From an optimization exercise on the open Yosys and OpenROAD flow, aimed at small area; shortcuts taken in it are not production practice. Function was checked by simulation only, so behaviour that the tests miss may differ from the original. No activity file was given, so power comes from the tool's default toggle rates. No driver is modelled on the clock port, so clocking that relies on it looks cheaper here than on a real chip.

===== flow/design.v =====
package branch_target_buffer_pkg;
    typedef logic [1:0] cnt_t;
    localparam logic [1:0] CNT_SNT   = 2'b00;
    localparam logic [1:0] CNT_WNT   = 2'b01;
    localparam logic [1:0] CNT_WT    = 2'b10;
    localparam logic [1:0] CNT_ST    = 2'b11;
    localparam logic [1:0] CNT_RESET = CNT_WNT;
    localparam logic [1:0] CNT_ALLOC = CNT_WT;
    localparam int BTB_IDX_BITS = 4;
    localparam int BTB_PC_W     = 32;
endpackage
import branch_target_buffer_pkg::*;
module sat_counter2
(
    input  logic [1:0] cur,
    input  logic taken,
    output logic [1:0] next
);
    always_comb begin
        next = cur;
        if (taken && (cur != CNT_ST)) begin
            next = cur + 2'd1;
        end else if (!taken && (cur != CNT_SNT)) begin
            next = cur - 2'd1;
        end
    end
endmodule
import branch_target_buffer_pkg::*;
module branch_target_buffer
#(
    parameter int IDX_BITS = BTB_IDX_BITS,
    parameter int PC_W     = BTB_PC_W
) (
    input  logic            Clk,
    input  logic            Rst,
    input  logic [PC_W-1:0] LookupPC,
    output logic            PredHit,
    output logic            PredTaken,
    output logic [PC_W-1:0] PredTarget,
    input  logic            UpdEn,
    input  logic [PC_W-1:0] UpdPC,
    input  logic            UpdTaken,
    input  logic [PC_W-1:0] UpdTarget,
    input  logic            UpdMispredict,
    output logic [31:0]     MispredictCount
);
    localparam int ENTRIES = 1 << IDX_BITS;
    localparam int TAG_W   = PC_W - IDX_BITS - 2;
    logic [ENTRIES-1:0]             valid_q;
    logic [ENTRIES-1:0]             valid_d;
    logic [ENTRIES-1:0][TAG_W-1:0]  tag_q;
    logic [ENTRIES-1:0][TAG_W-1:0]  tag_d;
    logic [ENTRIES-1:0][PC_W-1:0]   target_q;
    logic [ENTRIES-1:0][PC_W-1:0]   target_d;
    logic [ENTRIES-1:0][1:0]        cnt_q;
    logic [ENTRIES-1:0][1:0]        cnt_d;
    logic [31:0]       mispredict_count_q;
    logic [31:0]       mispredict_count_d;
    logic [IDX_BITS-1:0] lk_idx;
    logic [TAG_W-1:0]    lk_tag;
    logic [IDX_BITS-1:0] upd_idx;
    logic [TAG_W-1:0]    upd_tag;
    logic                upd_hit;
    logic [1:0]                upd_cnt_next;
    logic                unused_pc_low;
    assign lk_idx  = LookupPC[IDX_BITS+1:2];
    assign lk_tag  = LookupPC[PC_W-1:IDX_BITS+2];
    assign upd_idx = UpdPC[IDX_BITS+1:2];
    assign upd_tag = UpdPC[PC_W-1:IDX_BITS+2];
    assign unused_pc_low = ^{LookupPC[1:0], UpdPC[1:0]};
    always_comb begin
        PredHit    = valid_q[lk_idx] && (tag_q[lk_idx] == lk_tag);
        PredTaken  = PredHit && cnt_q[lk_idx][1];
        PredTarget = PredHit ? target_q[lk_idx] : '0;
    end
    assign upd_hit = valid_q[upd_idx] && (tag_q[upd_idx] == upd_tag);
    sat_counter2 u_sat_counter2 (
        .cur   (cnt_q[upd_idx]),
        .taken (UpdTaken),
        .next  (upd_cnt_next)
    );
    always_comb begin
        valid_d  = valid_q;
        tag_d    = tag_q;
        target_d = target_q;
        cnt_d    = cnt_q;
        if (UpdEn) begin
            if (upd_hit) begin
                cnt_d[upd_idx] = upd_cnt_next;
                if (UpdTaken) begin
                    target_d[upd_idx] = UpdTarget;
                end
            end else if (UpdTaken) begin
                valid_d[upd_idx]  = 1'b1;
                tag_d[upd_idx]    = upd_tag;
                target_d[upd_idx] = UpdTarget;
                cnt_d[upd_idx]    = CNT_ALLOC;
            end
        end
    end
    always_comb begin
        mispredict_count_d = mispredict_count_q;
        if (UpdEn && UpdMispredict && (mispredict_count_q != 32'hFFFF_FFFF)) begin
            mispredict_count_d = mispredict_count_q + 32'd1;
        end
    end
    always_ff @(posedge Clk or posedge Rst) begin
        if (Rst) begin
            for (int i = 0; i < ENTRIES; i++) begin
                valid_q[i]  <= 1'b0;
                tag_q[i]    <= '0;
                target_q[i] <= '0;
                cnt_q[i]    <= CNT_RESET;
            end
            mispredict_count_q <= '0;
        end else begin
            valid_q            <= valid_d;
            tag_q              <= tag_d;
            target_q           <= target_d;
            cnt_q              <= cnt_d;
            mispredict_count_q <= mispredict_count_d;
        end
    end
    assign MispredictCount = mispredict_count_q;
endmodule

===== flow/run.sh =====
#!/bin/bash
# synth_recipe.tcl (not shown) runs the flow's synth.tcl, then flattens the netlist and writes it again
# the make line also repeats each setting of config.mk as NAME=value (left out here)
make -C /OpenROAD-flow-scripts/flow DESIGN_CONFIG=/design/flow/config.mk WORK_HOME=/design/flow/orfs CLKGATE_MAP_FILE= SYNTH_SCRIPT=/design/flow/synth_recipe.tcl finish

===== flow/config.mk =====
export PLATFORM = sky130hd
export DESIGN_NAME = branch_target_buffer
export DESIGN_NICKNAME = branch_target_buffer
export VERILOG_FILES = /design/flow/design.v
export SDC_FILE = /design/flow/constraint.sdc
export NUM_CORES = 4
export LEC_CHECK = 0
export CAP_MARGIN = 20
export CORE_MARGIN = 2
export CORE_UTILIZATION = 40
export SLEW_MARGIN = 20

===== flow/constraint.sdc =====
create_clock -name core_clock -period 7.5 [get_ports {Clk}]
set_input_delay 1.5000 -clock core_clock [delete_from_list [all_inputs] [get_ports {Clk}]]
set_output_delay 1.5000 -clock core_clock [all_outputs]
set_load 0.01 [all_outputs]

==> summary.txt, run 1 <==
* Status: complete, no violations
* Post-Syn Nets at 4,572
* Fraction of registers with async set/reset at 100.0%
* Fin crit period at 7012 ps
* Cells after Synth at 4,446
* Clock insertion delay at the later pin of the skew report at 810 ps
* Initial Util at 40.42%
* Vias in the first global route at 45,100
* Die height at 374.5 um
* Share of layout cells above drive strength 1 at 24.62%
* RSZ-0062 raised after global routing: no
* Die W at 374.5 um
* # placed instances at 6,249
* Final Hold Viols at 0
* CTS tree: done
* Seq cells post-synth at 1,008
* Largest net degree at the start of global routing at 197
* Setup bufs post-CTS at 0
* Input/output buffers at 162
* Post-synth cell types at 83
* CP Capture Type: output port
* Final total power at 21.94 mW
* CTS root buf: clkbuf_16
* Initial antenna violation count at 16
* Crit-path max FO at 34
* Critical Path Source Type: input pin
* Lkg Pwr at 26.28 nW
* Fill cells at 12,310
* Post-route ant nets at 0
* DR vias/cell at 7.214
* Std-Cell Core Area at 135,800 um^2
* WP data required at 6000 ps
* Count of hold-fix buffers inserted at cts at 0
* Non-filler instance count after layout at 6,469
* Slew Limit Fails at 0
* Number of buffers created by CTS at 114
* Crit path cell chain: buf_8, buf_12, mux4_2, mux4_2, xnor2_1, nand4_1, nor2_1, nand4_1, buf_12, nor2b_1, clkdlybuf4s50_1
* First-pass GRT wire length at 369,500 um
* Post-DP HPWL at 183,000 um
* EDFF count, synth at 0
* Yosys Warn Count at 2
* Final wirelength at 266,300 um
* Critical path class: input pin to output port
* Fin crit share at 93.49%
* Reg area at 25,240 um^2
* P_int at 13.69 mW
* DR vias at 46,670
* Die ar. at 140,200 um^2
* Worst path max stage delay at 560 ps
* Cell Area, Placed at 59,790 um^2
* Overall Global Routing Usage at 37.50%
* Max Cap Viol at 0
* Switch share at 37.60%
* DRC at 0
* Hold Path Class: flip-flop to flip-flop
* Clk pwr share at 27.3%
* Finished Cell Area at 63,810 um^2
* Max IR drop VDD at 0.2492 mV
* Slowest CP cell: clkdlybuf4s50_1
* Area of the multi-input gates at 27,910 um^2
* Setup Skew at 94.80 ps
* CP Data Arrival Time at 5510 ps
* Total global routing overflow at 0
* Share of power burned in registers at 39.1%
* Seq/Total Area, Yosys at 45.99%
* Final setup fails at 0
* Fmax at 142.6 MHz
* H-tree depth at 3
* Power Density at 343.8 nW/um^2
* Num Clock Sinks at 1,008
* Number of DRC markers in iteration 0 at 6,842
* Final hold slack at 467.0 ps
* Worst Tran Pin Value at 1341 ps
* Clock buffer depth at 3
* Post-CTS sizing at 0
* Synth Area per Inst at 12.35 um^2
* TNS Setup at 0 ps
* Io pins at 167
* P_sw at 8.249 mW
* Rel. slew slack at 10.57%
* GP Congestion at 1.072
* Routed len/inst at 41.17 um
* # rows at 135
* Most used flip-flop cell after synthesis: dfrtp_1
* P&R area growth vs syn at 16.24%
* Pre-antenna DRT Iters at 6
* Mapped cell area at 54,900 um^2
* Logic pwr share at 33.5%
* Clock slew seen by the registers of the worst setup and hold paths at 60 ps
* Nets at 4,711
[path summary, 6_finish.rpt]
path	start	end	slack, ps	depth (start not counted)
min in group asynchronous	Rst	cnt_q[5]$_DFFE_PP0P_	1240	2
max reg2reg	tag_q[8]$_DFFE_PP0P_	tag_q[156]$_DFFE_PP0P_	2880	13
min reg2reg	cnt_q[0]$_DFFE_PP1P_	cnt_q[0]$_DFFE_PP1P_	470	2
max	LookupPC[2]	PredTarget[26]	490	11
min	cnt_q[0]$_DFFE_PP1P_	cnt_q[0]$_DFFE_PP1P_	470	2
max in group asynchronous	Rst	tag_q[77]$_DFFE_PP0P_	4280	4
[kinds of logic (layout without fill, tap and decap cells)]
| logic type | after synthesis | in the layout | synth area share [%] |
|---|---|---|---|
| AO/OA/AOI/OAI | 1283 | 1283 | 19.00 |
| flip-flops | 1008 | 1008 | 45.99 |
| AND/OR/NAND/NOR | 892 | 892 | 7.971 |
| multiplexers | 662 | 662 | 21.22 |
| buffers and inverters | 478 | 716 | 3.631 |
| XOR/XNOR | 98 | 98 | 1.616 |
| adder cells (fa/ha/maj) | 25 | 25 | 0.5835 |
| other | 0 | 4 | 0 |
[sequential cells by signal, indices dropped and copies added (netlist names)]
| signal | flops |
|---|---|
| cnt_q | 32 |
| mispredict_count_q | 32 |
| tag_q | 416 |
| target_q | 512 |
| valid_q | 16 |
[through the flow]
stage / utilization, % / worst slack [ps]
after global routing: 46.98 / 323.3
after floorplan: - / -7877
final: 46.99 / 487.9
after global placement: 44.02 / 447.8
after CTS: 46.96 / 404.5
after detailed placement: 44.02 / 416.1
[power by group through the flow]
stage | Combinational [mW] | Clock [mW] | Sequential [mW]
after floorplan | 4.35 | 0 | 7.88
after global placement | 7.00 | 0 | 8.49
after detailed placement | 7.04 | 0 | 8.53
after CTS | 7.07 | 6.04 | 8.47
after global routing | 7.50 | 6.27 | 8.66
final | 7.36 | 5.99 | 8.59
[per-layer routing]
metal	track usage [%]	share of wire (%)
met5	0	0.032
met4	26.47	8.8
met3	8.817	10
met2	55.27	43
met1	48.75	38
[cell type report]
type	count	share of cell area, %
Clock buffer	147	4.947
Sequential cell	1008	39.56
Multi-Input combinational cell	2960	43.74
Clock inverter	68	1.296
Timing Repair Buffer	466	6.739
Antenna cell	4	0.01569
Inverter	35	0.2118
Tap cell	1781	3.492
[cells in the mapped netlist, types with 10 or more instances]
cell / count / area share, %
mux2_2: 163 / 3.3
mux2i_1: 114 / 2.1
a21oi_1: 58 / 0.53
a32o_1: 193 / 3.5
buf_2: 66 / 0.60
o31ai_1: 26 / 0.36
o22ai_1: 97 / 1.1
nand4_1: 106 / 1.2
inv_1: 31 / 0.21
nor2b_1: 47 / 0.54
and2_1: 11 / 0.13
a22oi_1: 42 / 0.57
nor4_1: 13 / 0.15
nor3_1: 49 / 0.45
ha_1: 24 / 0.55
buf_4: 13 / 0.18
o32ai_1: 10 / 0.16
a211oi_1: 12 / 0.16
o21ai_1: 11 / 0.10
buf_1: 63 / 0.43
o21ai_0: 117 / 1.1
a31oi_1: 16 / 0.18
nand2_1: 238 / 1.6
nand3_1: 180 / 1.6
dfstp_2: 16 / 0.77
dfrtp_1: 992 / 45
clkbuf_1: 292 / 2.0
o2bb2ai_1: 201 / 3.2
xor2_1: 39 / 0.62
nor2_1: 167 / 1.1
a22o_1: 409 / 6.5
xnor2_1: 57 / 0.91
mux4_2: 385 / 16
and3_1: 23 / 0.26
[layout by cell type (no fill, tap or decap), types with 155 or more instances in the layout]
cell / Yosys / final
dfrtp_1: 992 / 992
a22o_1: 409 / 409
mux4_2: 385 / 385
buf_4: 13 / 275
nand2_1: 238 / 223
o2bb2ai_1: 201 / 201
a32o_1: 193 / 193
nand3_1: 180 / 180
mux2_2: 163 / 163
clkdlybuf4s50_1: 0 / 155
[worst max-delay path, delay by kind of cell]
| kind | cells | cell delay (ps) |
|---|---|---|
| simple gates | 4 | 1250 |
| buf+inv | 4 | 1340 |
| mux | 2 | 1050 |
| xor+xnor | 1 | 210 |
==> run 2: changes to the inputs <==
==> flow/design.v (replaced) <==
package branch_target_buffer_pkg;
    typedef logic [1:0] cnt_t;
    localparam logic [1:0] CNT_SNT   = 2'b00;
    localparam logic [1:0] CNT_WNT   = 2'b01;
    localparam logic [1:0] CNT_WT    = 2'b10;
    localparam logic [1:0] CNT_ST    = 2'b11;
    localparam logic [1:0] CNT_RESET = CNT_WNT;
    localparam logic [1:0] CNT_ALLOC = CNT_WT;
    localparam int BTB_IDX_BITS = 4;
    localparam int BTB_PC_W     = 32;
endpackage
import branch_target_buffer_pkg::*;
module sat_counter2
(
    input  logic [1:0] cur,
    input  logic taken,
    output logic [1:0] next
);
    always_comb begin
        next = cur;
        if (taken && (cur != CNT_ST)) begin
            next = cur + 2'd1;
        end else if (!taken && (cur != CNT_SNT)) begin
            next = cur - 2'd1;
        end
    end
endmodule
import branch_target_buffer_pkg::*;
module branch_target_buffer
#(
    parameter int IDX_BITS = BTB_IDX_BITS,
    parameter int PC_W     = BTB_PC_W
) (
    input  logic            Clk,
    input  logic            Rst,
    input  logic [PC_W-1:0] LookupPC,
    output logic            PredHit,
    output logic            PredTaken,
    output logic [PC_W-1:0] PredTarget,
    input  logic            UpdEn,
    input  logic [PC_W-1:0] UpdPC,
    input  logic            UpdTaken,
    input  logic [PC_W-1:0] UpdTarget,
    input  logic            UpdMispredict,
    output logic [31:0]     MispredictCount
);
    localparam int ENTRIES = 1 << IDX_BITS;
    localparam int TAG_W   = PC_W - IDX_BITS - 2;
    logic [ENTRIES-1:0]             valid_q;
    logic [ENTRIES-1:0][TAG_W-1:0]  tag_q;
    logic [ENTRIES-1:0][PC_W-1:0]   target_q;
    logic [ENTRIES-1:0][1:0]        cnt_q;
    logic [31:0]                    mispredict_count_q;
    logic [IDX_BITS-1:0] lk_idx;
    logic [TAG_W-1:0]    lk_tag;
    logic [IDX_BITS-1:0] upd_idx;
    logic [TAG_W-1:0]    upd_tag;
    logic                upd_hit;
    logic [1:0]          upd_cnt_next;
    logic [1:0]          cnt_new;
    assign lk_idx  = LookupPC[IDX_BITS+1:2];
    assign lk_tag  = LookupPC[PC_W-1:IDX_BITS+2];
    assign upd_idx = UpdPC[IDX_BITS+1:2];
    assign upd_tag = UpdPC[PC_W-1:IDX_BITS+2];
    always_comb begin
        PredHit    = valid_q[lk_idx] && (tag_q[lk_idx] == lk_tag);
        PredTaken  = PredHit && cnt_q[lk_idx][1];
        PredTarget = PredHit ? target_q[lk_idx] : '0;
    end
    assign upd_hit = valid_q[upd_idx] && (tag_q[upd_idx] == upd_tag);
    sat_counter2 u_sat_counter2 (
        .cur   (cnt_q[upd_idx]),
        .taken (UpdTaken),
        .next  (upd_cnt_next)
    );
    assign cnt_new = upd_hit ? upd_cnt_next : CNT_ALLOC;
    always_ff @(posedge Clk) begin
        for (int i = 0; i < ENTRIES; i++) begin
            if (UpdEn && UpdTaken && upd_idx == i) begin
                tag_q[i]    <= upd_tag;
                target_q[i] <= UpdTarget;
            end
            if (UpdEn && (UpdTaken || upd_hit) && upd_idx == i) begin
                cnt_q[i] <= cnt_new;
            end
        end
    end
    always_ff @(posedge Clk or posedge Rst) begin
        if (Rst) begin
            valid_q            <= '0;
            mispredict_count_q <= '0;
        end else begin
            for (int i = 0; i < ENTRIES; i++) begin
                if (UpdEn && UpdTaken && upd_idx == i) valid_q[i] <= 1'b1;
            end
            if (UpdEn && UpdMispredict && (mispredict_count_q != 32'hFFFF_FFFF))
                mispredict_count_q <= mispredict_count_q + 32'd1;
        end
    end
    assign MispredictCount = mispredict_count_q;
endmodule
==> run 2 against run 1 <==
Net effect:
- clock skew down 76 ps
- still clean on timing, DRC and antenna
- largest power group unchanged
- first-iteration DRC count down 62%
- worst hold slack better by 25 ps
- utilization decreased by 0.060 points
- flip-flop and latch count did not move
- wire length shrank 57%
- design area shrank 21%
==> summary.txt, run 2 <==
* Status: complete, no violations
* Nets at 2,440 (-48%)
* Cells after Synth at 2,125 (-52%)
* # rows at 120 (-11%)
* Max reg flops at 512 (unchanged)
* Top cell type's share of synthesized area at 66.30% (+21 points)
* Lkg Pwr at 16.08 nW (-39%)
* WP depth at 10 (-1)
* GP Congestion at 0.8492 (-21%)
* Buf/Inv on CP at 3 (-1)
* DR vias/cell at 5.893 (-18%)
* Clock slew seen by the registers of the worst setup and hold paths at 60 ps (about the same)
* CP Data Arrival Time at 5490 ps (-20 ps)
* Adder-cell share of the synthesized area at 0.08633% (-0.50 points)
* Initial Util at 40.44% (about the same)
* Initial antenna violation count at 11 (-5)
* Post-CTS sizing at 0 (unchanged)
* RSZ-0062 raised after global routing: no
* Die height at 333.7 um (-11%)
* TNS Setup at 0 ps (unchanged)
* Power Density at 246.8 nW/um^2 (-28%)
* Share of layout cells above drive strength 1 at 27.78% (+3.2 points)
* Total global routing overflow at 0 (unchanged)
* Worst Hold Path EP: valid_q[10]$_DFFE_PP0P_
* Fraction of registers with async set/reset at 4.762% (-95 points)
* Setup bufs post-CTS at 0 (unchanged)
* WP data required at 6000 ps (about the same)
* Worst hold start: valid_q[10]$_DFFE_PP0P_
* Reg2reg start: tag_q[40]$_DFFE_PP_
* Die W at 333.7 um (-11%)
* Final Hold Viols at 0 (unchanged)
* Fin crit share at 93.23% (-0.26 points)
* Max IR drop VDD at 0.1971 mV (-21%)
* Most used flip-flop cell after synthesis: edfxtp_1
* Mapped cell area at 43,480 um^2 (-21%)
* Leading post-synthesis cells by cell area: edfxtp_1 66%, mux4_2 19%, dfrtp_1 2.8%
* Number of DRC markers in iteration 0 at 2,596 (-62%)
* CP Capture Type: output port
* Post-synth cell types at 64 (-23%)
* EDFF count, synth at 960 (+960)
* Crit path cell chain: buf_8, mux4_2, mux4_2, xor2_1, or4_1, nor3_2, nand4_4, buf_12, and2b_1, clkdlybuf4s50_1
* Area share of xor/xnor cells in the synthesized design at 1.591% (-0.025 points)
* Largest net degree at the start of global routing at 109 (-45%)
* CTS tree: done
* Main combinational cell family by area after synthesis: multiplexers
* Setup Skew at 18.84 ps (-75.96 ps)
* Top Registers: target_q x512, tag_q x416
* P&R area growth vs syn at 16.03%
* Hold Path Class: flip-flop to flip-flop
* Cell taking the most area after synthesis: edfxtp_1
* Critical path class: input pin to output port
* Routed len/inst at 29.89 um (-27%)
* Post-Synth Simple-Gate Area at 3.453% (-4.5 points)
* Fin crit period at 6992 ps (-19.68 ps)
* Number of buffers created by CTS at 105 (-7.9%)
* Final setup fails at 0 (unchanged)
* Post-Syn Nets at 2,229 (-51%)
* Final wirelength at 114,300 um (-57%)
* R2R Setup Slk at 3700 ps (+820 ps)
* Commonest non-fill, non-tap cell in the layout: edfxtp_1
* Post-synthesis mux area share at 22.05% (+0.83 points)
* Reg with most FFs: target_q
* Worst path max stage delay at 660 ps (+100 ps)
* DR vias at 22,540 (-52%)
* Final hold slack at 492.3 ps (+25.31 ps)
* Worst Tran Pin Value at 1058 ps (-283.8 ps)
* Critical Path Source Type: input pin
* Io pins at 167 (unchanged)
* Die ar. at 111,400 um^2 (-21%)
* Max Cap Viol at 0 (unchanged)
* Top delay family on crit path: simple AND/OR/NAND/NOR gates
* Slowest CP cell: or4_1
* Synth Area per Inst at 20.46 um^2 (+66%)
* Clock insertion delay at the later pin of the skew report at 690 ps (-120 ps)
* Clock buffer depth at 3 (unchanged)
* Seq/Total Area, Yosys at 69.06% (+23 points)
* Seq cells post-synth at 1,008 (unchanged)
* Hold Path Depth at 1 (-1)
* Commonest cells after routing, fill and taps aside: 960 x edfxtp_1, 369 x mux4_2, 155 x clkdlybuf4s50_1
* Rel. slew slack at 29.49% (+19 points)
* Post-DP HPWL at 65,310 um (-64%)
* Reg2Reg Depth at 8 (-5)
* Reg-to-Reg End: cnt_q[8]$_DFFE_PP_
* Most numerous cell in the Yosys netlist: edfxtp_1
* Overall Global Routing Usage at 20.61% (-17 points)
* Yosys Warn Count at 2 (unchanged)
* Top cells by count, synth: 960 x edfxtp_1, 369 x mux4_2, 106 x mux2i_1
* Slew Limit Fails at 0 (unchanged)
* Pre-antenna DRT Iters at 6 (unchanged)
* DRC at 0 (unchanged)
* Input/output buffers at 162 (unchanged)
* Fmax at 143.0 MHz (+0.28%)
* Post-synthesis compound-gate area fraction at 2.158% (-17 points)
* Count of hold-fix buffers inserted at cts at 0 (unchanged)
* Vias in the first global route at 23,620 (-48%)
* Num Clock Sinks at 1,008 (unchanged)
* First-pass GRT wire length at 166,600 um (-55%)
* H-tree depth at 3 (unchanged)
* Crit-path max FO at 38 (+12%)
* CTS root buf: clkbuf_16
* Std-Cell Core Area at 107,500 um^2 (-21%)
* Critical path's most frequent cell: mux4_2
* Post-route ant nets at 0 (unchanged)
==> run 2: cell types whose count changed in the layout (fill, tap and decap cells not counted), sizes merged, moves of 193 or more <==
cell,before,now
nand2,238,32
edfxtp,0,960
a32o,193,0
dfrtp,992,48
a22o,409,8
o2bb2ai,201,2
buf,308,75
==> run 2: logic make-up after synthesis <==
family          count (synthesis)
flops                        1008
compound gates                129
buf+inv                       145
fa+ha+maj                       3
simple gates                  267
mux                           494
xor+xnor                       79
==> run 2: final cells by class <==
type	instances	area, um^2
Timing Repair Buffer	231	2297
Fill cell	8892	57050
Sequential cell	1008	30030
Clock buffer	130	2764
Multi-Input combinational cell	972	12880
Clock inverter	60	645.6
Inverter	18	70.07
Tap cell	1403	1755
Antenna cell	2	5.005
==> run 2: per-stage QoR <==
step                utilization [%]  setup WS, ps  cell area (um^2)  std cells  power, mW
CTS                           46.91         457.4             50430       3822      12.56
global route                  46.93         317.3             50450       3824      12.84
floorplan                         -         189.4             43480       2125      7.005
finish                        46.93         507.6             50450       3824      12.45
global placement              43.74         500.2             47020       3632      7.377
detailed placement            43.74         459.9             47020       3632      7.397
==> run 2: worst register-to-register path, stage by stage, from the launching register on <==
cell and delay [ps]:
edfxtp_1 360, mux2i_1 80, a22o_1 280, o31a_1 250
nor4b_1 760, a31oi_1 390, nor4_1 510, nand4_1 270
nor2_2 620
==> run 2: how the worst max path moves through the flow <==
stage	to	start	slack, ps
floorplan	valid_q[1]$_DFFE_PP0P_	UpdPC[2]	190
global placement	PredTarget[0]	LookupPC[2]	500
detailed placement	PredTarget[0]	LookupPC[2]	460
CTS	PredTarget[0]	LookupPC[2]	460
global route	PredTarget[0]	LookupPC[2]	320
finish	PredTarget[0]	LookupPC[2]	510
==> run 2: layer usage <==
metal / share of wire (%) / GRT usage [%] / up-vias
met5: 0.066 / 0 / -
met4: 2.1 / 5.731 / 12
met3: 6.6 / 3.357 / 149
met2: 50 / 34.63 / 877
met1: 41 / 27.94 / 12090
li1: - / - / 9405
==> run 2: report_power, final <==
part | switching (mW) | internal (mW)
Combinational | 0.505 | 0.445
Clock | 2.12 | 3.05
Sequential | 0.0584 | 6.26
Total | 2.69 | 9.76
==> run 3: changes to the inputs <==
--- a/flow/design.v
+++ b/flow/design.v
@@ -26,6 +26,33 @@
     end
 endmodule
 import branch_target_buffer_pkg::*;
+module btb_aoi222 (
+    input  logic a1, a2, b1, b2, c1, c2,
+    output logic y
+);
+    assign y = ~((a1 & a2) | (b1 & b2) | (c1 & c2));
+endmodule
+module btb_read16 #(
+    parameter int W = 1
+) (
+    input  logic [15:0]        sel,
+    input  logic [15:0][W-1:0] d,
+    output logic [W-1:0]       q
+);
+    for (genvar b = 0; b < W; b++) begin : g_bit
+        logic [5:0] p_n;
+        for (genvar k = 0; k < 5; k++) begin : g_slice
+            btb_aoi222 u_aoi (
+                .a1(sel[3*k]),   .a2(d[3*k][b]),
+                .b1(sel[3*k+1]), .b2(d[3*k+1][b]),
+                .c1(sel[3*k+2]), .c2(d[3*k+2][b]),
+                .y (p_n[k])
+            );
+        end
+        assign p_n[5] = ~(sel[15] & d[15][b]);
+        assign q[b] = ~&p_n;
+    end
+endmodule
 module branch_target_buffer
 #(
     parameter int IDX_BITS = BTB_IDX_BITS,
@@ -62,25 +89,54 @@
     assign lk_tag  = LookupPC[PC_W-1:IDX_BITS+2];
     assign upd_idx = UpdPC[IDX_BITS+1:2];
     assign upd_tag = UpdPC[PC_W-1:IDX_BITS+2];
+    logic [ENTRIES-1:0] lk_sel;
+    logic [ENTRIES-1:0] upd_sel;
     always_comb begin
-        PredHit    = valid_q[lk_idx] && (tag_q[lk_idx] == lk_tag);
-        PredTaken  = PredHit && cnt_q[lk_idx][1];
-        PredTarget = PredHit ? target_q[lk_idx] : '0;
+        for (int i = 0; i < ENTRIES; i++) begin
+            lk_sel[i]  = (lk_idx == i);
+            upd_sel[i] = (upd_idx == i);
+        end
     end
-    assign upd_hit = valid_q[upd_idx] && (tag_q[upd_idx] == upd_tag);
+    localparam int LK_W = 1 + TAG_W + PC_W + 1;
+    logic [ENTRIES-1:0][LK_W-1:0] lk_d;
+    logic [LK_W-1:0]              lk_q;
+    localparam int UP_W = 1 + TAG_W + 2;
+    logic [ENTRIES-1:0][UP_W-1:0] up_d;
+    logic [UP_W-1:0]              up_q;
+    always_comb begin
+        for (int i = 0; i < ENTRIES; i++) begin
+            lk_d[i] = {valid_q[i], tag_q[i], target_q[i], cnt_q[i][1]};
+            up_d[i] = {valid_q[i], tag_q[i], cnt_q[i]};
+        end
+    end
+    btb_read16 #(.W(LK_W)) u_lk_read (.sel(lk_sel),  .d(lk_d), .q(lk_q));
+    btb_read16 #(.W(UP_W)) u_up_read (.sel(upd_sel), .d(up_d), .q(up_q));
+    logic            lk_valid, upd_valid;
+    logic [TAG_W-1:0] lk_tag_q, upd_tag_q;
+    logic [PC_W-1:0] lk_target_q;
+    logic            lk_taken_q;
+    logic [1:0]      upd_cnt_q;
+    assign {lk_valid, lk_tag_q, lk_target_q, lk_taken_q} = lk_q;
+    assign {upd_valid, upd_tag_q, upd_cnt_q} = up_q;
+    always_comb begin
+        PredHit    = lk_valid && (lk_tag_q == lk_tag);
+        PredTaken  = PredHit && lk_taken_q;
+        PredTarget = {PC_W{PredHit}} & lk_target_q;
+    end
+    assign upd_hit = upd_valid && (upd_tag_q == upd_tag);
     sat_counter2 u_sat_counter2 (
-        .cur   (cnt_q[upd_idx]),
+        .cur   (upd_cnt_q),
         .taken (UpdTaken),
         .next  (upd_cnt_next)
     );
     assign cnt_new = upd_hit ? upd_cnt_next : CNT_ALLOC;
     always_ff @(posedge Clk) begin
         for (int i = 0; i < ENTRIES; i++) begin
-            if (UpdEn && UpdTaken && upd_idx == i) begin
+            if (UpdEn && UpdTaken && upd_sel[i]) begin
                 tag_q[i]    <= upd_tag;
                 target_q[i] <= UpdTarget;
             end
-            if (UpdEn && (UpdTaken || upd_hit) && upd_idx == i) begin
+            if (UpdEn && (UpdTaken || upd_hit) && upd_sel[i]) begin
                 cnt_q[i] <= cnt_new;
             end
         end
@@ -91,7 +147,7 @@
             mispredict_count_q <= '0;
         end else begin
             for (int i = 0; i < ENTRIES; i++) begin
-                if (UpdEn && UpdTaken && upd_idx == i) valid_q[i] <= 1'b1;
+                if (UpdEn && UpdTaken && upd_sel[i]) valid_q[i] <= 1'b1;
             end
             if (UpdEn && UpdMispredict && (mispredict_count_q != 32'hFFFF_FFFF))
                 mispredict_count_q <= mispredict_count_q + 32'd1;
--- a/flow/config.mk
+++ b/flow/config.mk
@@ -9,3 +9,5 @@
 export CORE_MARGIN = 2
 export CORE_UTILIZATION = 40
 export SLEW_MARGIN = 20
+export SYNTH_HIERARCHICAL = 1
+export SYNTH_MINIMUM_KEEP_SIZE = 0
==> run 3 against run 2 <==
Net effect:
- highest routed layer unchanged
- clock-buffer cell count down 11
- clock skew up 12 ps
- fmax down 4.2%
- via count up 11%
- utilization up 1.8 points
- first-iteration DRC count up 86%
- still clean
- critical path depth up 5
- wire length up 5.6%
- flip-flop and latch count unchanged
- combinational power down 24%
- worst setup slack worse by 310 ps
==> summary.txt, run 3 <==
* EDFF count, synth at 960 (unchanged)
* Status: complete, no violations
* CTS root buf: clkbuf_16
* Met1 usage at 32.57% (+4.6 points)
* Lkg Pwr at 14.37 nW (-11%)
* Die ar. at 98,110 um^2 (-12%)
* Largest net degree at the start of global routing at 49 (-55%)
* Power Density at 257.5 nW/um^2 (+4.4%)
* Critical Path Source Type: input pin
* First-pass GRT wire length at 171,000 um (+2.6%)
* Io pins at 167 (unchanged)
* Top Registers: target_q x512, tag_q x416
* Reg with most FFs: target_q
* Die W at 313.2 um (-6.1%)
* Cell Area, Placed at 42,960 um^2 (-8.6%)
* Commonest cells after routing, fill and taps aside: 960 x edfxtp_1, 445 x a222oi_1, 158 x clkdlybuf4s50_1
* Slowest CP cell: or4_4
* Input/output buffers at 162 (unchanged)
* Most numerous cell in the Yosys netlist: edfxtp_1
* Std-Cell Core Area at 94,870 um^2 (-12%)
* Number of DRC markers in iteration 0 at 4,828 (+86%)
* Crit-path max FO at 16 (-58%)
* Post-Syn Nets at 2,181 (-2.2%)
* Number of buffers created by CTS at 101 (-3.8%)
* WP data required at 6000 ps (about the same)
* Crit path cell chain: dlygate4sd2_1, nand2b_2, nor2_4, buf_4, a222oi_1, and3_1, nand4_1, xnor2_1, nand4_1, or4_4, nor4_4, buf_6, bufbuf_16, and2_1, clkdlybuf4s50_1
* CP Capture Type: output port
* Setup Skew at 30.83 ps (+12.00 ps)
* Synth Area per Inst at 18.41 um^2 (-10%)
* Count of hold-fix buffers inserted at cts at 0 (unchanged)
* Max IR drop VDD at 0.1920 mV (-2.6%)
* Num Clock Sinks at 1,008 (unchanged)
* CP Data Arrival Time at 5800 ps (+310 ps)
* Commonest non-fill, non-tap cell in the layout: edfxtp_1
* DR vias at 24,990 (+11%)
* Leading post-synthesis cells by cell area: edfxtp_1 75%, a222oi_1 12%, dfrtp_1 3.1%
* # rows at 113 (-5.8%)
* Met2 usage at 38.04% (+3.4 points)
* DRC at 0 (unchanged)
* H-tree depth at 3 (unchanged)
* Initial Util at 40.32% (-0.13 points)
* Fraction of registers with async set/reset at 4.762% (unchanged)
* Fin crit period at 7302 ps (+310.1 ps)
* DR vias/cell at 6.553 (+11%)
* Rel. slew slack at 36.73% (+7.2 points)
* Fmax at 136.9 MHz (-4.2%)
* Slew Limit Fails at 0 (unchanged)
* Top cell type's share of synthesized area at 75.37% (+9.1 points)
* Pre-antenna DRT Iters at 13 (+7)
* Seq cells post-synth at 1,008 (unchanged)
* RSZ-0062 raised after global routing: no
* Total global routing overflow at 0 (unchanged)
* Final wirelength at 120,700 um (+5.6%)
* Final Hold Viols at 0 (unchanged)
* Post-synth cell types at 38 (-41%)
* GP Congestion at 0.8372 (-1.4%)
* Post-route ant nets at 0 (unchanged)
* Seq/Total Area, Yosys at 78.51% (+9.4 points)
* Adder-cell share of the synthesized area at 0.09814% (+0.012 points)
* Worst Tran Pin Value at 949.0 ps (-108.7 ps)
* TNS Setup at 0 ps (unchanged)
* Yosys Warn Count at 8 (+6)
* Critical path's most frequent cell: nand4_1
* Max reg flops at 512 (unchanged)
* Cell taking the most area after synthesis: edfxtp_1
* Nets at 2,567 (+5.2%)
* Share of layout cells above drive strength 1 at 14.66% (-13 points)
* Mapped cell area at 38,250 um^2 (-12%)
* Overall Global Routing Usage at 24.02% (+3.4 points)
* CTS tree: done
* Most used flip-flop cell after synthesis: edfxtp_1
* Die height at 313.2 um (-6.1%)
* Max Cap Viol at 0 (unchanged)
* Worst path max stage delay at 600 ps (-60 ps)
* Post-synthesis compound-gate area fraction at 11.84% (+9.7 points)
* Area share of xor/xnor cells in the synthesized design at 1.855% (+0.26 points)
* Top cells by count, synth: 960 x edfxtp_1, 445 x a222oi_1, 122 x nand2_1
* Clock insertion delay at the later pin of the skew report at 690 ps (about the same)
* Post-DP HPWL at 68,630 um (+5.1%)
* Initial antenna violation count at 12 (+1)
* Main combinational cell family by area after synthesis: compound AO/OA/AOI/OAI gates
* Finished Cell Area at 46,280 um^2 (-8.3%)
* P&R area growth vs syn at 20.99%
* Fin crit share at 97.37% (+4.1 points)
* Final total power at 11.92 mW (-4.3%)
* Post-Synth Simple-Gate Area at 7.115% (+3.7 points)
* Post-synthesis mux area share at 0.08505% (-22 points)
* Met3 Use GR at 5.736% (+2.4 points)
* Cells after Synth at 2,077 (-2.3%)
* Routed len/inst at 31.65 um (+5.9%)
* Critical path class: input pin to output port
* Hold Path Class: flip-flop to flip-flop
* Clock slew seen by the registers of the worst setup and hold paths at 60 ps (about the same)
* Clock buffer depth at 3 (unchanged)
* GR peak layer: met2
* Final setup fails at 0 (unchanged)
* Vias in the first global route at 24,560 (+4.0%)
## run 3: changes by cell type in the layout (fill, tap and decap cells not counted), moves of 25 or more
cell	delta
a222oi_1	+445
and2_1	+28
and3_1	+90
buf_4	+65
mux2i_1	-105
mux4_2	-369
nand2_1	+88
nand4_1	+93
nor2_1	-25
nor2b_2	-29
## run 3: worst paths after layout
kind                                               from                            endpoint  slack (ps)  cells after the start
worst max-delay path                        LookupPC[3]                      PredTarget[24]         200                     15
worst min-delay path            valid_q[15]$_DFFE_PP0P_             valid_q[15]$_DFFE_PP0P_         500                      1
worst max register to register       tag_q[5]$_DFFE_PP_                 cnt_q[21]$_DFFE_PP_        4190                      8
worst min register to register  valid_q[15]$_DFFE_PP0P_             valid_q[15]$_DFFE_PP0P_         500                      1
max in group asynchronous                           Rst              valid_q[0]$_DFFE_PP0P_        5680                      2
min in group asynchronous                           Rst  mispredict_count_q[27]$_DFFE_PP0P_        1290                      2
## run 3: area by class of cell
class | count | area (um^2)
multi-input cells | 1037 | 8386
well taps | 1265 | 1583
clock inverters | 66 | 614.3
fillers | 7775 | 48590
clock buffers | 119 | 2595
inverters | 4 | 16.27
repair buffers | 311 | 3045
flip-flops and latches | 1008 | 30030
diodes | 3 | 7.507
## run 3: kinds of logic after synthesis
kind of cell               after synthesis
AOI/OAI and AO/OA                      451
xor gates and xnor gates                81
adders and majority gates                3
buffers and inverters                   32
DFF                                   1008
muxes                                    3
and+or+nand+nor                        499
## run 3: metrics by stage
| stage | hold slack (ps) | util (%) | setup WS, ps | instances |
|---|---|---|---|---|
| global route | 520.0 | 48.77 | 93.73 | 3811 |
| finish | 504.0 | 48.78 | 197.5 | 3813 |
| global placement | 475.5 | 45.28 | -91.33 | 3622 |
| floorplan | 460.5 | - | -799.5 | 2077 |
| detailed placement | 484.2 | 45.28 | -110.0 | 3622 |
| CTS | 505.2 | 48.73 | 56.33 | 3810 |
## run 3: critical path, delay by kind of cell
family          cells  cell delay (ps)
simple gates        8             1970
buf+inv             5             1650
compound gates      1              380
xor+xnor            1              260
## run 3: what timing repair did
action                                  4_1_cts  5_1_grt
endpoints found under the setup margin       32       15
cloned                                        1        0
resized for setup                             6        9
buffers inserted                              2        0
pin swaps                                     2        6
## run 3: per-layer routing
layer | part of all wire, % | vias to the layer above
met3 | 12 | 271
met2 | 46 | 1748
met5 | 0.080 | -
met4 | 3.5 | 16
li1 | - | 10290
met1 | 38 | 12660
## run 3: per-module statistics from Yosys (local to each module, per instance), a selection
module,times used,flops+latches,area [um^2],cells inside
sat_counter2,1,0,60.06,7
btb_aoi222,445,0,10.01,1
branch_target_buffer,1,1008,32180,1348
## run 3: power breakdown
| part | switching [mW] | internal, mW | total [mW] |
|---|---|---|---|
| clock | 2.11 | 2.76 | 4.87 |
| combinational | 0.440 | 0.283 | 0.723 |
| sequential | 0.0644 | 6.26 | 6.33 |
| total | 2.61 | 9.30 | 11.9 |
==> run 4: changes to the inputs <==
==> flow/flow/run.sh (new file) <==
#!/bin/bash
# Standard ORFS layout with two changes: ports get the smallest buffer
# (buf_1) and clock tree synthesis adds no dummy loads and uses larger
# sink clusters. The make output goes to flow_make.log; each ORFS step
# keeps its own log under orfs/logs/.
set -euo pipefail
cd "$(dirname "$0")/.."
bash standard.sh \
  "BUFFER_PORTS_ARGS=-buffer_cell sky130_fd_sc_hd__buf_1" \
  "CTS_ARGS=-sink_clustering_enable -repair_clock_nets -dont_use_dummy_load -sink_clustering_size 30 -sink_clustering_max_diameter 100" \
  finish > flow_make.log 2>&1
==> flow/standard.sh (new file) <==
#!/bin/bash
# synth_recipe.tcl (not shown) runs the flow's synth.tcl, then flattens the netlist and writes it again
# the make line also repeats each setting of config.mk as NAME=value (left out here)
make -C /OpenROAD-flow-scripts/flow DESIGN_CONFIG=/design/flow/config.mk WORK_HOME=/design/flow/orfs CLKGATE_MAP_FILE= SYNTH_SCRIPT=/design/flow/synth_recipe.tcl "${@:-finish}"
removed: flow/run.sh
==> run 4 against run 3 <==
Net effect:
- critical endpoint is now PredTarget[26]
- utilization decreased by 3.6 points
- highest routed layer unchanged
- flip-flop and latch count unchanged
- sequential share of layout area up 5.1 points
- wire length shrank 0.35%
- critical path type unchanged
- largest cell class unchanged
==> summary.txt, run 4 <==
* Post-synth cell types at 38 (unchanged)
* Fin crit share at 96.86% (-0.51 points)
* DRC at 0 (unchanged)
* Top cell type's share of synthesized area at 75.37% (unchanged)
* Final Hold Viols at 0 (unchanged)
* Clock insertion delay at the later pin of the skew report at 660 ps (-30 ps)
* EDFF count, synth at 960 (unchanged)
* Worst Tran Pin Value at 1104 ps (+155.0 ps)
* GP Congestion at 0.8389 (+0.20%)
* Final total power at 9.557 mW (-20%)
* Final setup fails at 0 (unchanged)
* Vias in the first global route at 24,220 (-1.4%)
* Overall Global Routing Usage at 23.74% (-0.28 points)
* Lkg Pwr at 12.80 nW (-11%)
* Seq/Total Area, Yosys at 78.51% (unchanged)
* Final wirelength at 120,200 um (-0.35%)
* Fraction of registers with async set/reset at 4.762% (unchanged)
* Pre-CTS setup slack at 307.6 ps (+417.6 ps)
* Die W at 313.2 um (unchanged)
* Clock slew seen by the registers of the worst setup and hold paths at 80 ps (+20 ps)
* Reg2Reg Depth at 8 (unchanged)
* Fmax at 137.7 MHz (+0.52%)
* # rows at 113 (unchanged)
* P&R area growth vs syn at 12.16%
* Yosys Warn Count at 8 (unchanged)
* H-tree depth at 2 (-1)
* First-pass GRT wire length at 169,400 um (-0.92%)
* Power Density at 222.8 nW/um^2 (-13%)
* R2R Setup Slk at 3970 ps (-220 ps)
* Synth Area per Inst at 18.41 um^2 (unchanged)
* Largest net degree at the start of global routing at 49 (unchanged)
* Post-Syn Nets at 2,181 (unchanged)
* Cells after Synth at 2,077 (unchanged)
* Critical Path Source Type: input pin
* Post-DP HPWL at 69,980 um (+2.0%)
* Final hold slack at 500.5 ps (-3.519 ps)
* Most used flip-flop cell after synthesis: edfxtp_1
* Mapped cell area at 38,250 um^2 (unchanged)
* Top Registers: target_q x512, tag_q x416
* Crit path cell chain: buf_1, nand2b_1, nor2_4, a222oi_1, and3_1, nand4_1, xnor2_1, nand4_1, or4_1, nor4_4, buf_12, and2_1, buf_1
* Max IR drop VDD at 0.1581 mV (-18%)
* Share of layout cells above drive strength 1 at 11.06% (-3.6 points)
* Rel. slew slack at 26.00% (-11 points)
* Io pins at 167 (unchanged)
* Leading post-synthesis cells by cell area: edfxtp_1 75%, a222oi_1 12%, dfrtp_1 3.1%
* Die ar. at 98,110 um^2 (unchanged)
* Initial antenna violation count at 15 (+3)
* Routed len/inst at 32.78 um (+3.6%)
* Worst hold start: mispredict_count_q[29]$_DFFE_PP0P_
* Std-Cell Core Area at 94,870 um^2 (unchanged)
* Pre-antenna DRT Iters at 10 (-3)
* CTS root buf: clkbuf_16
* Nets at 2,503 (-2.5%)
* Reg2reg start: tag_q[237]$_DFFE_PP_
* Crit-path max FO at 33 (+17)
* Fin crit period at 7264 ps (-38.02 ps)
* DR vias at 24,710 (-1.1%)
* Seq cells post-synth at 1,008 (unchanged)
* Worst setup margin at 235.5 ps (+38.02 ps)
* Total global routing overflow at 0 (unchanged)
* Status: complete, no violations
* Worst Hold Path EP: mispredict_count_q[29]$_DFFE_PP0P_
* Setup Skew at 71.38 ps (+40.55 ps)
* CP Capture Type: output port
* Top cells by count, synth: 960 x edfxtp_1, 445 x a222oi_1, 122 x nand2_1
* Commonest cells after routing, fill and taps aside: 960 x edfxtp_1, 445 x a222oi_1, 162 x buf_1
* Initial Util at 40.32% (unchanged)
* Slowest CP cell: or4_1
* Slew Limit Fails at 0 (unchanged)
* Post-CTS sizing at 0 (-6)
* DR vias/cell at 6.737 (+2.8%)
* Hold Path Class: flip-flop to flip-flop
* Cell taking the most area after synthesis: edfxtp_1
* Most numerous cell in the Yosys netlist: edfxtp_1
* Hold Path Depth at 1 (unchanged)
* Count of hold-fix buffers inserted at cts at 0 (unchanged)
* Max Cap Viol at 0 (unchanged)
* Input/output buffers at 162 (unchanged)
* CTS tree: done
* Post-route ant nets at 0 (unchanged)
* # placed instances at 3,621 (-0.028%)
* Number of DRC markers in iteration 0 at 4,917 (+1.8%)
* Reg-to-Reg End: cnt_q[13]$_DFFE_PP_
* RSZ-0062 raised after global routing: no
* Num Clock Sinks at 1,008 (unchanged)
* Worst path max stage delay at 610 ps (about the same)
* Critical path class: input pin to output port
* Fin util at 45.22% (-3.6 points)
* Reg with most FFs: target_q
* WP data required at 6000 ps (about the same)
* Max reg flops at 512 (unchanged)
* Commonest non-fill, non-tap cell in the layout: edfxtp_1
* Die height at 313.2 um (unchanged)
* Setup bufs post-CTS at 0 (-2)
* Non-filler instance count after layout at 3,668 (-3.8%)
* Number of buffers created by CTS at 41 (-59%)
* CP Data Arrival Time at 5760 ps (-40 ps)
* Clock buffer depth at 3 (unchanged)
run 4: cell counts after synthesis:
Identical to the previous run, type by type.
run 4: worst max path at each step:
stage / slack, ps / start / end
finish: 240 / LookupPC[2] / PredTarget[26]
global route: 50 / LookupPC[2] / PredTarget[11]
CTS: 290 / LookupPC[2] / PredTarget[11]
detailed placement: 310 / LookupPC[2] / PredTarget[23]
global placement: 360 / LookupPC[2] / PredTarget[30]
floorplan: -800 / UpdPC[5] / valid_q[4]$_DFFE_PP0P_
run 4: area by class of cell:
cell class	count	area (um^2)
diodes	6	15.01
clock buffers	41	1026
fillers	8101	51970
inverters	4	16.27
multi-input cells	1037	8382
flip-flops and latches	1008	30030
well taps	1265	1583
repair buffers	307	1847
run 4: stage by stage:
stage | area (um^2) | TNS [ps]
global route | 42890 | 0
CTS | 42880 | 0
finish | 42900 | 0
global placement | 41860 | 0
detailed placement | 41860 | 0
floorplan | 38300 | -213060
run 4: report_power, final:
part | internal, mW | switching [mW]
registers | 6.25 | 0.0656
clock network | 0.989 | 1.60
logic | 0.222 | 0.434
total | 7.46 | 2.09
run 4: per-module statistics from Yosys (local to each module, per instance), a selection:
module,area [um^2],flip-flops and latches,times used,cells
branch_target_buffer,32180,1008,1,1348
sat_counter2,60.06,0,1,7
btb_aoi222,10.01,0,445,1
run 4: kinds of logic after synthesis:
logic type               after synthesis  share of synthesized area [%]
buffers and inverters                 32                         0.5005
AO/OA/AOI/OAI                        451                          11.84
XOR/XNOR                              81                          1.855
AND/OR/NAND/NOR                      499                          7.115
adder cells (fa/ha/maj)                3                        0.09815
multiplexers                           3                        0.08505
flip-flops                          1008                          78.51
run 4: critical path: cells and delay by family:
family / cells / cell delay [ps]
buffers and inverters: 3 / 740
AO/OA/AOI/OAI: 1 / 370
AND/OR/NAND/NOR: 8 / 2860
XOR/XNOR: 1 / 250
run 4: layer usage:
| metal | vias up | share of wire [%] | track usage (%) |
|---|---|---|---|
| li1 | 10080 | - | - |
| met1 | 12520 | 37 | 32.17 |
| met2 | 1802 | 46 | 37.53 |
| met3 | 302 | 13 | 5.551 |
| met4 | 14 | 4.0 | 8.612 |
| met5 | - | 0.075 | 0 |
==> run 5: changes to the inputs <==
--- a/flow/config.mk
+++ b/flow/config.mk
@@ -7,7 +7,8 @@
 export LEC_CHECK = 0
 export CAP_MARGIN = 20
 export CORE_MARGIN = 2
-export CORE_UTILIZATION = 40
+export CORE_UTILIZATION = 55
+export PLACE_DENSITY = 0.72
 export SLEW_MARGIN = 20
 export SYNTH_HIERARCHICAL = 1
 export SYNTH_MINIMUM_KEEP_SIZE = 0
==> run 5 against run 4 <==
Net effect:
- still clean
- largest cell class unchanged
- critical path type unchanged
- sequential share of layout area grew 1.2 points
- design area shrank 1.6%
- cell count shrank 10%
- area after synthesis is the same
- via count shrank 0.30%
- total power shrank 0.87%
- sequential power is essentially flat
- die area shrank 27%
- critical endpoint is now PredTarget[15]
==> summary.txt, run 5 <==
* Pre-antenna DRT Iters at 12 (+2)
* Count of hold-fix buffers inserted at cts at 0 (unchanged)
* Seq cells post-synth at 1,008 (unchanged)
* Max IR drop VDD at 0.2037 mV (+29%)
* Power Density at 224.5 nW/um^2 (+0.78%)
* Critical path class: input pin to output port
* Max Cap Viol at 0 (unchanged)
* Worst Hold Path EP: mispredict_count_q[29]$_DFFE_PP0P_
* Input/output buffers at 162 (unchanged)
* Final wirelength at 110,400 um (-8.2%)
* Yosys Warn Count at 8 (unchanged)
* Clock slew seen by the registers of the worst setup and hold paths at 100 ps (+20 ps)
* Reg with most FFs: target_q
* Post-DP HPWL at 62,550 um (-11%)
* Leading post-synthesis cells by cell area: edfxtp_1 75%, a222oi_1 12%, dfrtp_1 3.1%
* H-tree depth at 2 (unchanged)
* Reg2reg start: tag_q[3]$_DFFE_PP_
* CTS root buf: clkbuf_16
* Seq/Total Area, Yosys at 78.51% (unchanged)
* Num Clock Sinks at 1,008 (unchanged)
* Slowest CP cell: or4_1
* Total global routing overflow at 0 (unchanged)
* Initial antenna violation count at 9 (-6)
* Mapped cell area at 38,250 um^2 (unchanged)
* Top Registers: target_q x512, tag_q x416
* Lkg Pwr at 12.63 nW (-1.3%)
* Reg-to-Reg End: cnt_q[14]$_DFFE_PP_
* Slew Limit Fails at 0 (unchanged)
* WP depth at 15 (+2)
* Fin crit share at 97.10% (+0.25 points)
* Setup Skew at 38.05 ps (-33.33 ps)
* Rel. slew slack at 20.68% (-5.3 points)
* Io pins at 167 (unchanged)
* CP Data Arrival Time at 5780 ps (+20 ps)
* Crit-path max FO at 33 (unchanged)
* Fraction of registers with async set/reset at 4.762% (unchanged)
* Std-Cell Core Area at 68,710 um^2 (-28%)
* Hold Path Depth at 1 (unchanged)
* Clock buffer depth at 3 (unchanged)
* Cell Area, Placed at 41,180 um^2 (-1.6%)
* RSZ-0062 raised after global routing: no
* TNS Setup at 0 ps (unchanged)
* DRC at 0 (unchanged)
* CTS tree: done
* Clock insertion delay at the later pin of the skew report at 590 ps (-70 ps)
* Number of DRC markers in iteration 0 at 5,170 (+5.1%)
* DR vias/cell at 7.460 (+11%)
* Post-synth cell types at 38 (unchanged)
* Largest net degree at the start of global routing at 60 (+22%)
* Vias in the first global route at 24,410 (+0.78%)
* Initial Util at 55.67% (+15 points)
* Finished Cell Area at 42,200 um^2 (-1.6%)
* Final Hold Viols at 0 (unchanged)
* Final setup fails at 0 (unchanged)
* Nets at 2,475 (-1.1%)
* Critical Path Source Type: input pin
* Post-Syn Nets at 2,181 (unchanged)
* Post-route ant nets at 0 (unchanged)
* Routed len/inst at 33.43 um (+2.0%)
* Commonest cells after routing, fill and taps aside: 960 x edfxtp_1, 445 x a222oi_1, 162 x buf_1
* Top delay family on crit path: simple AND/OR/NAND/NOR gates
* Status: complete, no violations
* Max reg flops at 512 (unchanged)
* Top cell type's share of synthesized area at 75.37% (unchanged)
* Commonest non-fill, non-tap cell in the layout: edfxtp_1
* P&R area growth vs syn at 10.32%
* Die height at 267.7 um (-15%)
* Die W at 267.7 um (-15%)
* Cell taking the most area after synthesis: edfxtp_1
* Die ar. at 71,670 um^2 (-27%)
* Final total power at 9.474 mW (-0.87%)
* Worst Tran Pin Value at 1183 ps (+79.28 ps)
* Post-CTS sizing at 0 (unchanged)
* WP data required at 6000 ps (about the same)
* Fin util at 61.41% (+16 points)
* First-pass GRT wire length at 159,300 um (-6.0%)
* EDFF count, synth at 960 (unchanged)
* Fmax at 137.3 MHz (-0.25%)
* Synth Area per Inst at 18.41 um^2 (unchanged)
* Overall Global Routing Usage at 30.62% (+6.9 points)
* GP Congestion at 0.8550 (+1.9%)
* Crit path cell chain: buf_1, buf_4, nand2b_1, nor2_4, buf_4, a222oi_1, and3_1, nand4_1, xnor2_1, nand4_1, or4_1, nor4_4, buf_12, and2_1, buf_1
* Pre-CTS setup slack at 397.2 ps (+89.59 ps)
* Top cells by count, synth: 960 x edfxtp_1, 445 x a222oi_1, 122 x nand2_1
* Fin crit period at 7283 ps (+18.42 ps)
* R2R Setup Slk at 3820 ps (-150 ps)
* Worst setup margin at 217.1 ps (-18.42 ps)
* Most used flip-flop cell after synthesis: edfxtp_1
* DR vias at 24,640 (-0.30%)
* Most numerous cell in the Yosys netlist: edfxtp_1
* Hold Path Class: flip-flop to flip-flop
* Buf/Inv on CP at 5 (+2)
* Share of layout cells above drive strength 1 at 10.00% (-1.1 points)
* Number of buffers created by CTS at 40 (-2.4%)
* Reg2Reg Depth at 8 (unchanged)
* Worst path max stage delay at 630 ps (+20 ps)
* Worst hold start: mispredict_count_q[29]$_DFFE_PP0P_
* Setup bufs post-CTS at 0 (unchanged)
* Cells after Synth at 2,077 (unchanged)
* CP Capture Type: output port
* # rows at 96 (-15%)
run 5: cell types whose count changed in the layout (fill, tap and decap cells not counted), moves of 3 or more:
cell,change
buf_4,-27
diode_2,-3
nor2_2,+8
nor2_4,-8
run 5: worst max-delay path by stage:
stage / start / end / slack [ps]
finish: LookupPC[4] / PredTarget[15] / 220
global route: LookupPC[4] / PredTarget[8] / 150
CTS: LookupPC[4] / PredTarget[15] / 370
detailed placement: LookupPC[4] / PredTarget[15] / 400
global placement: LookupPC[4] / PredTarget[0] / 440
floorplan: UpdPC[5] / valid_q[4]$_DFFE_PP0P_ / -800
run 5: final cells by class:
class	instances	area, um^2
flip-flops and latches	1008	30030
fillers	4948	26510
multi-input cells	1037	8342
repair buffers	280	1635
well taps	931	1165
clock buffers	40	1001
inverters	4	16.27
diodes	3	7.507
run 5: power by group:
group	internal, mW	switching, mW	leakage, nW
Clock	0.966	1.55	0.493
Sequential	6.25	0.0639	9.27
Combinational	0.217	0.421	2.87
Total	7.44	2.04	12.6
run 5: logic make-up (layout without fill, tap and decap cells):
family,count (synthesis),after routing,share of synthesized area [%]
multiplexers,3,3,0.08505
AND/OR/NAND/NOR,499,499,7.115
AO/OA/AOI/OAI,451,451,11.84
adder cells (fa/ha/maj),3,3,0.09815
other,0,3,0
XOR/XNOR,81,81,1.855
flip-flops,1008,1008,78.51
buffers and inverters,32,324,0.5005
run 5: worst reg2reg max path, delay by kind of cell, from the launching register on:
family,cells,cell delay [ps]
AO/OA/AOI/OAI,1,340
XOR/XNOR,1,290
flip-flops,1,400
AND/OR/NAND/NOR,6,2300
run 5: metrics by stage:
stage,cells,hold WS (ps)
detailed placement,3260,481.3
global placement,3260,477.4
global route,3303,519.4
CTS,3300,502.3
floorplan,2077,460.5
finish,3303,502.0
run 5: per-layer routing:
layer | vias up | wire length [um] | GRT usage [%]
met5 | - | 79 | 0
met4 | 12 | 4795 | 12.46
met3 | 297 | 15100 | 6.841
met2 | 2071 | 51340 | 48.41
met1 | 12250 | 39100 | 41.69
li1 | 10010 | - | -
run 5: per-module statistics from Yosys (local to each module, per instance), a selection:
module                copies in the design  flip-flops and latches
branch_target_buffer                     1                    1008
sat_counter2                             1                       0
btb_aoi222                             445                       0
==> run 6: changes to the inputs <==
--- a/flow/config.mk
+++ b/flow/config.mk
@@ -7,8 +7,8 @@
 export LEC_CHECK = 0
 export CAP_MARGIN = 20
 export CORE_MARGIN = 2
-export CORE_UTILIZATION = 55
-export PLACE_DENSITY = 0.72
+export CORE_UTILIZATION = 65
+export PLACE_DENSITY = 0.85
 export SLEW_MARGIN = 20
 export SYNTH_HIERARCHICAL = 1
 export SYNTH_MINIMUM_KEEP_SIZE = 0
==> run 6 against run 5 <==
Net effect:
- still clean on timing, DRC and antenna
- flip-flop and latch count unchanged
- cell count shrank 4.9%
- area after synthesis unchanged
- critical path type unchanged
- largest cell class unchanged
- highest routed layer unchanged
==> summary.txt, run 6 <==
* Status: complete, no violations
* CTS tree: done
* Top cells by count, synth: 960 x edfxtp_1, 445 x a222oi_1, 122 x nand2_1
* Input/output buffers at 162 (unchanged)
* Yosys Warn Count at 8 (unchanged)
* Crit-path max FO at 33 (unchanged)
* GP Congestion at 0.8895 (+4.0%)
* Setup bufs post-CTS at 0 (unchanged)
* Commonest cells after routing, fill and taps aside: 960 x edfxtp_1, 445 x a222oi_1, 162 x buf_1
* Die ar. at 60,800 um^2 (-15%)
* Share of power burned in registers at 66.8% (about the same)
* DRC at 0 (unchanged)
* Top cell type's share of synthesized area at 75.37% (unchanged)
* Met2 usage at 55.63% (+7.2 points)
* Cells after Synth at 2,077 (unchanged)
* Hold Path Depth at 1 (unchanged)
* Num Clock Sinks at 1,008 (unchanged)
* Total global routing overflow at 0 (unchanged)
* Seq cells post-synth at 1,008 (unchanged)
* Max Cap Viol at 0 (unchanged)
* Post-route ant nets at 0 (unchanged)
* Clock buffer depth at 3 (unchanged)
* # rows at 88 (-8.3%)
* Critical path class: input pin to output port
* EDFF count, synth at 960 (unchanged)
* Non-filler instance count after layout at 3,141 (-4.9%)
* Worst Hold Path EP: valid_q[15]$_DFFE_PP0P_
* Reg2reg start: tag_q[161]$_DFFE_PP_
* Reg-to-Reg End: cnt_q[4]$_DFFE_PP_
* Worst Tran Pin Value at 1215 ps (+31.42 ps)
* Max reg flops at 512 (unchanged)
* Count of hold-fix buffers inserted at cts at 0 (unchanged)
* R2R Setup Slk at 3650 ps (-170 ps)
* Setup Skew at 39.45 ps (+1.401 ps)
* Final wirelength at 111,100 um (+0.59%)
* Fin util at 72.35% (+11 points)
* Io pins at 167 (unchanged)
* Fin crit share at 98.73% (+1.6 points)
* Rel. slew slack at 19.02% (-1.7 points)
* P&R area growth vs syn at 9.559%
* CP Capture Type: output port
* Power Density at 225.7 nW/um^2 (+0.54%)
* Post-DP HPWL at 62,330 um (-0.36%)
* Vias in the first global route at 25,310 (+3.7%)
* Clock insertion delay at the later pin of the skew report at 630 ps (+40 ps)
* Max IR drop VDD at 0.3560 mV (+75%)
* Met3 Use GR at 10.51% (+3.7 points)
* Die W at 246.6 um (-7.9%)
* Most numerous cell in the Yosys netlist: edfxtp_1
* Worst hold start: valid_q[15]$_DFFE_PP0P_
* Logic pwr share at 6.9% (+0.2 points)
* Lkg Pwr at 12.62 nW (-0.10%)
* DR vias/cell at 8.152 (+9.3%)
* Overall Global Routing Usage at 36.41% (+5.8 points)
* Leading post-synthesis cells by cell area: edfxtp_1 75%, a222oi_1 12%, dfrtp_1 3.1%
* CP Data Arrival Time at 5900 ps (+120 ps)
* Post-Syn Nets at 2,181 (unchanged)
* Cell taking the most area after synthesis: edfxtp_1
* H-tree depth at 2 (unchanged)
* Commonest non-fill, non-tap cell in the layout: edfxtp_1
* Pre-antenna DRT Iters at 14 (+2)
* P_int at 7.412 mW (-0.32%)
* Switch share at 21.64% (+0.13 points)
* Worst setup margin at 95.26 ps (-121.9 ps)
* Number of DRC markers in iteration 0 at 6,995 (+35%)
* Mapped cell area at 38,250 um^2 (unchanged)
* Reg with most FFs: target_q
* Seq/Total Area, Yosys at 78.51% (unchanged)
* Clk pwr share at 26.3% (-0.3 points)
* Most used flip-flop cell after synthesis: edfxtp_1
* Fraction of registers with async set/reset at 4.762% (unchanged)
* Number of buffers created by CTS at 39 (-2.5%)
* Fmax at 135.0 MHz (-1.6%)
* RSZ-0062 raised after global routing: no
* Largest net degree at the start of global routing at 60 (unchanged)
* Final Hold Viols at 0 (unchanged)
* Synth Area per Inst at 18.41 um^2 (unchanged)
* Initial Util at 66.04% (+10 points)
* TNS Setup at 0 ps (unchanged)
* Reg2Reg Depth at 8 (unchanged)
* Final total power at 9.460 mW (-0.15%)
* First-pass GRT wire length at 159,600 um (+0.18%)
* WP data required at 6000 ps (about the same)
* Post-synth cell types at 38 (unchanged)
* Hold Path Class: flip-flop to flip-flop
* Share of layout cells above drive strength 1 at 10.16% (+0.16 points)
* Die height at 246.6 um (-7.9%)
* P_sw at 2.047 mW (+0.44%)
* Slew Limit Fails at 0 (unchanged)
* GR peak layer: met2
* Initial antenna violation count at 8 (-1)
* # placed instances at 3,097 (-5.0%)
* Nets at 2,477 (+0.081%)
* DR vias at 25,600 (+3.9%)
* Final setup fails at 0 (unchanged)
* Fin crit period at 7405 ps (+121.9 ps)
* Std-Cell Core Area at 57,920 um^2 (-16%)
* Critical Path Source Type: input pin
* Clock slew seen by the registers of the worst setup and hold paths at 110 ps (about the same)
* Top Registers: target_q x512, tag_q x416
* CTS root buf: clkbuf_16
* Pre-CTS setup slack at 239.4 ps (-157.8 ps)
* Met1 usage at 47.50% (+5.8 points)
* Routed len/inst at 35.36 um (+5.8%)
-- run 6: cell counts after synthesis --
Identical to the previous run, type by type.
-- run 6: Yosys stat by module (local to each module, per instance), excerpt --
module | flip-flops and latches | cell area, um^2 | cells
sat_counter2 | 0 | 60.06 | 7
btb_aoi222 | 0 | 10.01 | 1
branch_target_buffer | 1008 | 32180 | 1348
-- run 6: area by class of cell --
type | instances | area [um^2]
Inverter | 4 | 16.27
Multi-Input combinational cell | 1037 | 8352
Sequential cell | 1008 | 30030
Fill cell | 3396 | 16010
Timing Repair Buffer | 283 | 1562
Antenna cell | 5 | 12.51
Tap cell | 765 | 957.2
Clock buffer | 39 | 975.9
-- run 6: how the worst max path moves through the flow --
stage / startpoint / endpoint / slack [ps] / depth (start not counted)
floorplan: UpdPC[5] / valid_q[4]$_DFFE_PP0P_ / -800 / 5
global placement: LookupPC[5] / PredTarget[20] / 450 / 13
detailed placement: LookupPC[5] / PredTarget[21] / 240 / 13
CTS: LookupPC[5] / PredTarget[10] / 160 / 14
global route: LookupPC[5] / PredTarget[11] / 80 / 13
finish: LookupPC[5] / PredTarget[16] / 100 / 13
-- run 6: cell families (layout without fill, tap and decap cells) --
logic type                 after synthesis  in the layout  synth area share [%]
DFF                                   1008           1008                 78.51
and+or+nand+nor                        499            499                 7.115
AOI/OAI and AO/OA                      451            451                 11.84
xor gates and xnor gates                81             81                 1.855
buffers and inverters                   32            326                0.5005
adders and majority gates                3              3               0.09815
muxes                                    3              3               0.08505
other                                    0              5                     0
-- run 6: critical path, cell delays in order --
cell      delay (ps)
buf_1            450
nand2_1          410
nor3_4           820
buf_4            320
a222oi_1         120
nand4_1          200
xnor2_1          150
nand4_1          220
or4_1            620
nor4_4           450
buf_12           280
and2_1           170
buf_1            160
-- run 6: power by group through the flow --
stage | sequential, mW | combinational (mW) | clock, mW
global placement | 6.43 | 0.587 | 0
global route | 6.33 | 0.672 | 2.65
detailed placement | 6.45 | 0.616 | 0
floorplan | 6.44 | 0.316 | 0
CTS | 6.32 | 0.621 | 2.48
finish | 6.32 | 0.648 | 2.49
-- run 6: per-stage QoR --
step | cell area [um^2] | hold slack, ps
after global routing | 41900 | 532.2
final | 41900 | 511.6
after CTS | 41870 | 506.7
after global placement | 40900 | 475.0
after detailed placement | 40900 | 481.5
after floorplan | 38300 | 460.5
-- run 6: what timing repair did --
action / CTS / global route
endpoints found under the hold margin: 0 / 0
gates resized for setup: 0 / 2
endpoints found under the setup margin: 0 / 32
-- run 6: layer usage --
layer | vias to the layer above | routed length (um)
met5 | - | 46
met4 | 8 | 7094
met3 | 571 | 18770
met2 | 2702 | 50750
met1 | 12310 | 34410
li1 | 10010 | -

==> afterwards: timing with drivers on the ports <==
The results above use ideal ports. As a check the final layouts listed here were re-extracted and re-timed, cells and wires unchanged.
Step 1, drivers: a clkbuf_16 drives Clk and a buf_2 each remaining input, both assumed.
Step 2 times the ports against the registers' clock, not the clock port: input delays grow and output delays shrink by t, the midpoint of the rising clock arrivals with the driver on.
a / b / c = no drivers / after step 1 / after step 2; a / b = the first two.
| run | t (ns) | setup slack, ns | worst setup path after step 2 | clock arrival spread, ns | worst data-port slew with drivers (ns) |
|---|---|---|---|---|---|
| run 1 | 0.851 | 0.488 / 0.436 / 0.318 | input to register | 0.098 / 0.098 | 0.13 |
| run 2 | 0.740 | 0.508 / 0.453 / 0.453 | input to output | 0.031 / 0.031 | 0.14 |
| run 3 | 0.740 | 0.198 / 0.098 / 0.098 | input to output | 0.033 / 0.033 | 0.14 |
| run 4 | 0.684 | 0.236 / 0.127 / 0.127 | input to output | 0.094 / 0.094 | 0.13 |
| run 5 | 0.655 | 0.217 / 0.190 / 0.190 | input to output | 0.067 / 0.068 | 0.13 |
| run 6 | 0.668 | 0.095 / 0.064 / 0.064 | input to output | 0.048 / 0.048 | 0.16 |
After both steps setup and hold are still met in every run listed. For run 1, which loses most, drivers alone change the setup slack by -0.052 ns; drivers and shift together by -0.170 ns.
